Source: an optimization exercise on an open RTL-to-GDS flow (aim: small area). Production flows keep margins and buffers that such runs may drop.
Only simulation tests tie the RTL to the original design; equivalence was not proved.

==> flow/design.v <==
package operand_pkg;
  localparam int operand_width = 200;
  localparam int chunk_width = 6;
  localparam int chunk_count = 34;
  typedef logic [operand_width-1:0] operand_t;
  typedef logic [chunk_width-1:0]   chunk_t;    
endpackage
package rns_pkg;
  localparam int mod_a  = 997;
  localparam int mod_b  = 1009;
  localparam int mod_ab = mod_a * mod_b;    
  localparam int inv_a_mod_b = 84;    
  localparam int residue_width  = 11;
  localparam int result_width   = 20;
  localparam int sum_width      = 16;
  localparam int fold_bits      = 10;    
  localparam int crt_prod_width = 17;
  typedef logic [residue_width-1:0]  residue_t;
  typedef logic [residue_width:0]    residue_wide_t;    
  typedef logic [result_width-1:0]   result_t;
  typedef logic [sum_width-1:0]      chunk_sum_t;       
  typedef logic [crt_prod_width-1:0] crt_prod_t;
  function automatic int chunk_weight(input int k, input int modulus);
    int w;
    w = 1 % modulus;
    for (int i = 0; i < k; i++)
    begin
      w = (w * 64) % modulus;
    end
    chunk_weight = w;
  endfunction
  function automatic int fold_weight(input int modulus);
    fold_weight = (2 ** fold_bits) % modulus;
  endfunction
endpackage
`timescale 1ns/10ps
module residue_reducer #(
  parameter int modulus = rns_pkg::mod_a
) (
  input  logic                  clk,
  input  logic                  rst,
  input  operand_pkg::operand_t operand,
  input  logic                  operand_valid,
  output rns_pkg::residue_t     residue,
  output logic                  residue_valid
);
  localparam int lut_bits = (2 ** operand_pkg::chunk_width) * rns_pkg::residue_width;
  function automatic logic [lut_bits-1:0] build_lut(input int k);
    int w;
    w = rns_pkg::chunk_weight(k, modulus);
    build_lut = '0;
    for (int v = 0; v < 2 ** operand_pkg::chunk_width; v++)
    begin
      build_lut[v*rns_pkg::residue_width +: rns_pkg::residue_width] =
        rns_pkg::residue_t'((v * w) % modulus);
    end
  endfunction
  rns_pkg::residue_t   chunk_res_q [operand_pkg::chunk_count];
  rns_pkg::chunk_sum_t sum_d;
  rns_pkg::chunk_sum_t sum_q;
  rns_pkg::chunk_sum_t folded;
  logic                vld_s1;
  logic                vld_s2;
  for (genvar k = 0; k < operand_pkg::chunk_count; k++)
  begin : g_chunk
    localparam logic [lut_bits-1:0] lut = build_lut(k);
    operand_pkg::chunk_t chunk;
    if (k < operand_pkg::chunk_count - 1)
    begin : g_full
      assign chunk = operand[k*operand_pkg::chunk_width +: operand_pkg::chunk_width];
    end
    else
    begin : g_last
      assign chunk = operand_pkg::chunk_t'(
        operand[operand_pkg::operand_width-1:k*operand_pkg::chunk_width]);
    end
    always_ff @(posedge clk)
    begin
      chunk_res_q[k] <= lut[chunk*rns_pkg::residue_width +: rns_pkg::residue_width];
    end
  end
  always_comb
  begin
    sum_d = '0;
    for (int k = 0; k < operand_pkg::chunk_count; k++)
    begin
      sum_d = sum_d + rns_pkg::chunk_sum_t'(chunk_res_q[k]);
    end
  end
  always_ff @(posedge clk)
  begin
    sum_q <= sum_d;
  end
  assign folded = (sum_q >> rns_pkg::fold_bits)
                * rns_pkg::chunk_sum_t'(rns_pkg::fold_weight(modulus))
                + rns_pkg::chunk_sum_t'(sum_q[rns_pkg::fold_bits-1:0]);
  always_ff @(posedge clk)
  begin
    if (folded >= rns_pkg::chunk_sum_t'(modulus))
      residue <= rns_pkg::residue_t'(folded - rns_pkg::chunk_sum_t'(modulus));
    else
      residue <= rns_pkg::residue_t'(folded);
  end
  always_ff @(posedge clk)
  begin
    if (rst)
    begin
      vld_s1        <= 1'b0;
      vld_s2        <= 1'b0;
      residue_valid <= 1'b0;
    end
    else
    begin
      vld_s1        <= operand_valid;
      vld_s2        <= vld_s1;
      residue_valid <= vld_s2;
    end
  end
endmodule
`timescale 1ns/10ps
module crt_combiner (
  input  logic              clk,
  input  logic              rst,
  input  rns_pkg::residue_t residue_a,
  input  rns_pkg::residue_t residue_b,
  input  logic              residue_valid,
  output rns_pkg::result_t  result,
  output logic              result_valid
);
  rns_pkg::residue_wide_t diff_raw;
  rns_pkg::residue_t      diff;
  rns_pkg::crt_prod_t     prod_q;
  rns_pkg::residue_t      res_a_q;
  rns_pkg::residue_wide_t prod_fold;
  rns_pkg::residue_t      t;
  logic                   vld_s1;
  always_comb
  begin
    diff_raw = {1'b0, residue_b} - {1'b0, residue_a};
    if (diff_raw[rns_pkg::residue_width])    
      diff = rns_pkg::residue_t'(diff_raw + rns_pkg::mod_b);
    else
      diff = rns_pkg::residue_t'(diff_raw);
  end
  always_ff @(posedge clk)
  begin
    prod_q  <= rns_pkg::crt_prod_t'(diff) * rns_pkg::crt_prod_t'(rns_pkg::inv_a_mod_b);
    res_a_q <= residue_a;
  end
  always_comb
  begin
    prod_fold = rns_pkg::residue_wide_t'(
                  (prod_q >> rns_pkg::fold_bits) * rns_pkg::fold_weight(rns_pkg::mod_b)
                  + prod_q[rns_pkg::fold_bits-1:0]);
    if (prod_fold >= 2 * rns_pkg::mod_b)
      t = rns_pkg::residue_t'(prod_fold - 2 * rns_pkg::mod_b);
    else if (prod_fold >= rns_pkg::mod_b)
      t = rns_pkg::residue_t'(prod_fold - rns_pkg::mod_b);
    else
      t = rns_pkg::residue_t'(prod_fold);
  end
  always_ff @(posedge clk)
  begin
    result <= rns_pkg::result_t'(res_a_q)
            + rns_pkg::result_t'(rns_pkg::mod_a) * rns_pkg::result_t'(t);    
  end
  always_ff @(posedge clk)
  begin
    if (rst)
    begin
      vld_s1       <= 1'b0;
      result_valid <= 1'b0;
    end
    else
    begin
      vld_s1       <= residue_valid;
      result_valid <= vld_s1;
    end
  end
endmodule
`timescale 1ns/10ps
module mod_reduce_top (
  input  logic                  clk,
  input  logic                  rst,
  input  operand_pkg::operand_t operand,
  input  logic                  operand_valid,
  output rns_pkg::residue_t     residue_a,
  output rns_pkg::residue_t     residue_b,
  output logic                  residue_valid,
  output rns_pkg::result_t      result,
  output logic                  result_valid
);
  residue_reducer #(
    .modulus (rns_pkg::mod_a)
  ) i_reduce_a (
    .clk           (clk),
    .rst           (rst),
    .operand       (operand),
    .operand_valid (operand_valid),
    .residue       (residue_a),
    .residue_valid (residue_valid)
  );
  residue_reducer #(
    .modulus (rns_pkg::mod_b)
  ) i_reduce_b (
    .clk           (clk),
    .rst           (rst),
    .operand       (operand),
    .operand_valid (operand_valid),
    .residue       (residue_b),
    .residue_valid ()
  );
  crt_combiner i_crt (
    .clk           (clk),
    .rst           (rst),
    .residue_a     (residue_a),
    .residue_b     (residue_b),
    .residue_valid (residue_valid),
    .result        (result),
    .result_valid  (result_valid)
  );
endmodule
==> flow/run.sh <==
#!/bin/bash
# synth_recipe.tcl (not shown) runs the flow's synth.tcl, then flattens the netlist and writes it again
# the make line also repeats each setting of config.mk as NAME=value (left out here)
make -C /OpenROAD-flow-scripts/flow DESIGN_CONFIG=/design/flow/config.mk WORK_HOME=/design/flow/orfs CLKGATE_MAP_FILE= SYNTH_SCRIPT=/design/flow/synth_recipe.tcl finish
==> flow/config.mk <==
export PLATFORM = sky130hd
export DESIGN_NAME = mod_reduce_top
export DESIGN_NICKNAME = mod_reduce_top
export VERILOG_FILES = /design/flow/design.v
export SDC_FILE = /design/flow/constraint.sdc
export NUM_CORES = 4
export LEC_CHECK = 0
export CAP_MARGIN = 20
export CORE_MARGIN = 2
export CORE_UTILIZATION = 40
export SLEW_MARGIN = 20
==> flow/constraint.sdc <==
create_clock -name core_clock -period 9.0 [get_ports {clk}]
set_input_delay 1.8000 -clock core_clock [delete_from_list [all_inputs] [get_ports {clk}]]
set_output_delay 1.8000 -clock core_clock [all_outputs]
set_load 0.01 [all_outputs]
==> qor.csv <==
metric;value;unit
Worst Setup EP;i_crt.result[19];
Post-synth EDFFs;0;
Crit-path slowest cell;fa_2;
first-pass GRT wire length;471300;um
max-cap viol count;0;
top cell type's share of synthesized area;16.88;%
Die Width;474.9;um
DIE HEIGHT;474.9;um
post-synth cell types;94;
CTS H-tree lvls;3;
yosys warns;5;
via count of the first global-routing pass;78783;
# hold bufs at CTS;0;
DR DRC count;0;
Top Usage Layer GRT;met2;
Synth top cells by count;o21ai_0 (1270), a21oi_1 (1232), inv_1 (1222), nand2_1 (1198), nor2_1 (1096);
top cells by area, synth;dfxtp_1 (17%), fa_1 (16%), ha_1 (8.5%), o21ai_0 (7.2%), a21oi_1 (7.0%);
pin count of the biggest net entering global routing;105;
CTS Buffer Depth;3;
Final Setup Violations;0;
reg2reg start;i_crt.prod_q[11];
hold slack;0.4544;ns
CTS Sinks;748;
M1 GR Usage;37.85;%
CP arrival;9.42;ns
Synth Register Bits;748;
Initial DRT Pass Iterations;9;
dpl cells;14320;
Synth Cell Area;88700;um2
worst setup path startpoint;i_crt.prod_q[11];
R2R Setup Slk;0.18;ns
M2 GR Usage;40.38;%
syn_area_per_cell;7.419;um2
Synth async-reset ratio;0;%
wire per inst;21.06;um
Crit path required time;9.61;ns
Final Max Tran Viols;0;
CP top delay family;adder cells;
leading area contributor after synthesis;dfxtp_1;
DP Area;91970;um2
Overflow after GRT;0;
routability cong.;0.9636;
post-synthesis sequential area ratio;16.88;%
Post-Route WL;306200;um
reg2reg path depth;32;
Tmin final;8.819;ns
Synth Flop Type;dfxtp_1;
worst path bufs/invs;3;
Final ANT Viol Nets;0;
FP Rows;172;
worst clock skew;0.03015;ns
share of cells above drive strength 1;5.090;%
outcome;timing/DRC/antenna clean;
CTS tree;yes;
effective utilization at floorplan;40.29;%
worst slew pin tran;1.110;ns
Post-Syn Nets;13472;
M3 GR Usage;3.707;%
most numerous cell in the Yosys netlist;o21ai_0;
clock latency (worst-skew pair);0.73;ns
clk slew on worst S/H paths;0.06;ns
crit-path max FO;6;
Avg Vias per Cell;5.905;
GRT Overall Usage;26.16;%
Worst path max stage delay;0.60;ns
layout net count;12989;
WP depth;32;
Num CTS Buffers;94;
via count;85860;
Buffers on Ports;246;
relative slew slack;25.80;%
period utilization;97.98;%
Die ar.;225500;um2
core area;220200;um2
fin area;95690;um2
Core Util, Final;43.46;%
most frequent cell on the critical path;fa_1;
dpl hpwl;229700;um
Worst Setup End Kind;flip-flop;
HP Start;i_reduce_a.vld_s1;
RSZ-0062 raised after global routing;yes;
iteration-0 DRC count of the detailed router;11074;
r2r endpoint;i_crt.result[19];
Fin. Hold Viols;0;
initial antenna violation count;56;
HP Class;flip-flop to flip-flop;
Post-Syn Instances;11955;
Crit Path Category;flip-flop to flip-flop;
Startpoint Class;flip-flop;
Fmax;0.1134;GHz
I/O Pins;247;
Non-Filler Instances;14540;
clk root buf;clkbuf_16;
P&R area growth vs syn;7.884;%
[layout make-up]
type	instances	area, um2
antenna	30	75.07
clock buffer	110	2492
clock inverter	66	892.1
fill	22315	124500
inverter	1253	4703
multi-input combinational	8971	65460
sequential	748	14980
tap	2958	3701
timing repair buffer	404	3388
[sequential cells by signal, summed over array words and instances, names as in the netlist, 11 cells and up]
name / cells
i_reduce_b.chunk_res_q: 328
i_reduce_a.chunk_res_q: 315
i_crt.result: 20
i_reduce_a.sum_q: 16
i_reduce_b.sum_q: 16
i_crt.prod_q: 15
i_crt.res_a_q: 11
i_reduce_a.residue: 11
i_reduce_b.residue: 11
[kinds of logic (layout without fill, tap and decap cells)]
| logic type | count (synthesis) | count (layout) | share of synthesized area, % |
|---|---|---|---|
| other | 0 | 30 | 0 |
| xor gates and xnor gates | 196 | 196 | 1.959 |
| and+or+nand+nor | 3198 | 3198 | 15.63 |
| adders and majority gates | 1322 | 1322 | 24.63 |
| buffers and inverters | 2236 | 1833 | 9.473 |
| muxes | 231 | 231 | 3.886 |
| AOI/OAI and AO/OA | 4024 | 4024 | 27.54 |
| DFF | 748 | 748 | 16.88 |
[repair_timing]
| action | in CTS | in global routing |
|---|---|---|
| gates cloned | 0 | 0 |
| endpoints found under the setup margin | 2 | 7 |
| pin swaps | 0 | 19 |
| resized for setup | 1 | 31 |
| setup buffers | 0 | 13 |
[worst min-delay path by stage]
| stage | endpoint | slack, ns | cells past startpoint |
|---|---|---|---|
| 4_1_cts | i_crt.res_a_q[9] | 0.45 | 0 |
| 6_report | i_reduce_a.vld_s2 | 0.45 | 1 |
| 3_3_place_gp | i_crt.result_valid | 0.43 | 1 |
| 2_1_floorplan | i_crt.res_a_q[10] | 0.39 | 0 |
| 3_5_place_dp | i_reduce_a.residue_valid | 0.45 | 1 |
| 5_1_grt | i_crt.res_a_q[9] | 0.46 | 0 |
[through the flow]
stage | setup TNS (ns) | setup slack (ns)
after detailed placement | -0.03164 | -0.03164
after CTS | 0 | 0.005985
final | 0 | 0.1814
after floorplan | 0 | 0.4241
after global routing | -0.3060 | -0.08932
after global placement | 0 | 0.08605
[layout by cell type (no fill, tap or decap), types with 215 or more instances in the layout]
cell,n
nand2_1,1198
inv_1,1219
fa_1,707
o21ai_0,1268
nor3_1,219
a211oi_1,215
dfxtp_1,745
a21oi_1,1230
ha_1,602
nor2_1,1095
[per-layer routing]
metal | up-vias | part of all wire [%]
met3 | 441 | 8.0
met5 | - | 0.089
met2 | 3790 | 45
li1 | 40427 | -
met4 | 42 | 2.7
met1 | 41160 | 44

separate check: timing with driven ports:
The results above use ideal ports. As a check the final layout listed here was re-extracted and re-timed, cells and wires unchanged. Step 1 assumes that a clkbuf_16 drives the clock port and a buf_2 every other input. Step 2 adds t to the input delays and takes it off the output delays; t is the mean of the earliest and latest rising clock arrival at the registers after step 1. Input paths then give back, and output paths get back, about the clock's delay inside the block. Slacks: ideal ports / drivers / drivers and shift; pairs: ideal ports / drivers.
t (ns): 0.807
setup WS [ns]: 0.181 / 0.181 / 0.181
hold WS [ns]: 0.454 / 0.454 / 0.454
worst setup path after step 2: register to register
After both steps this run still meets setup and hold. The setup slack of this run moves by 0.000 ns with the drivers and by 0.000 ns with both steps.
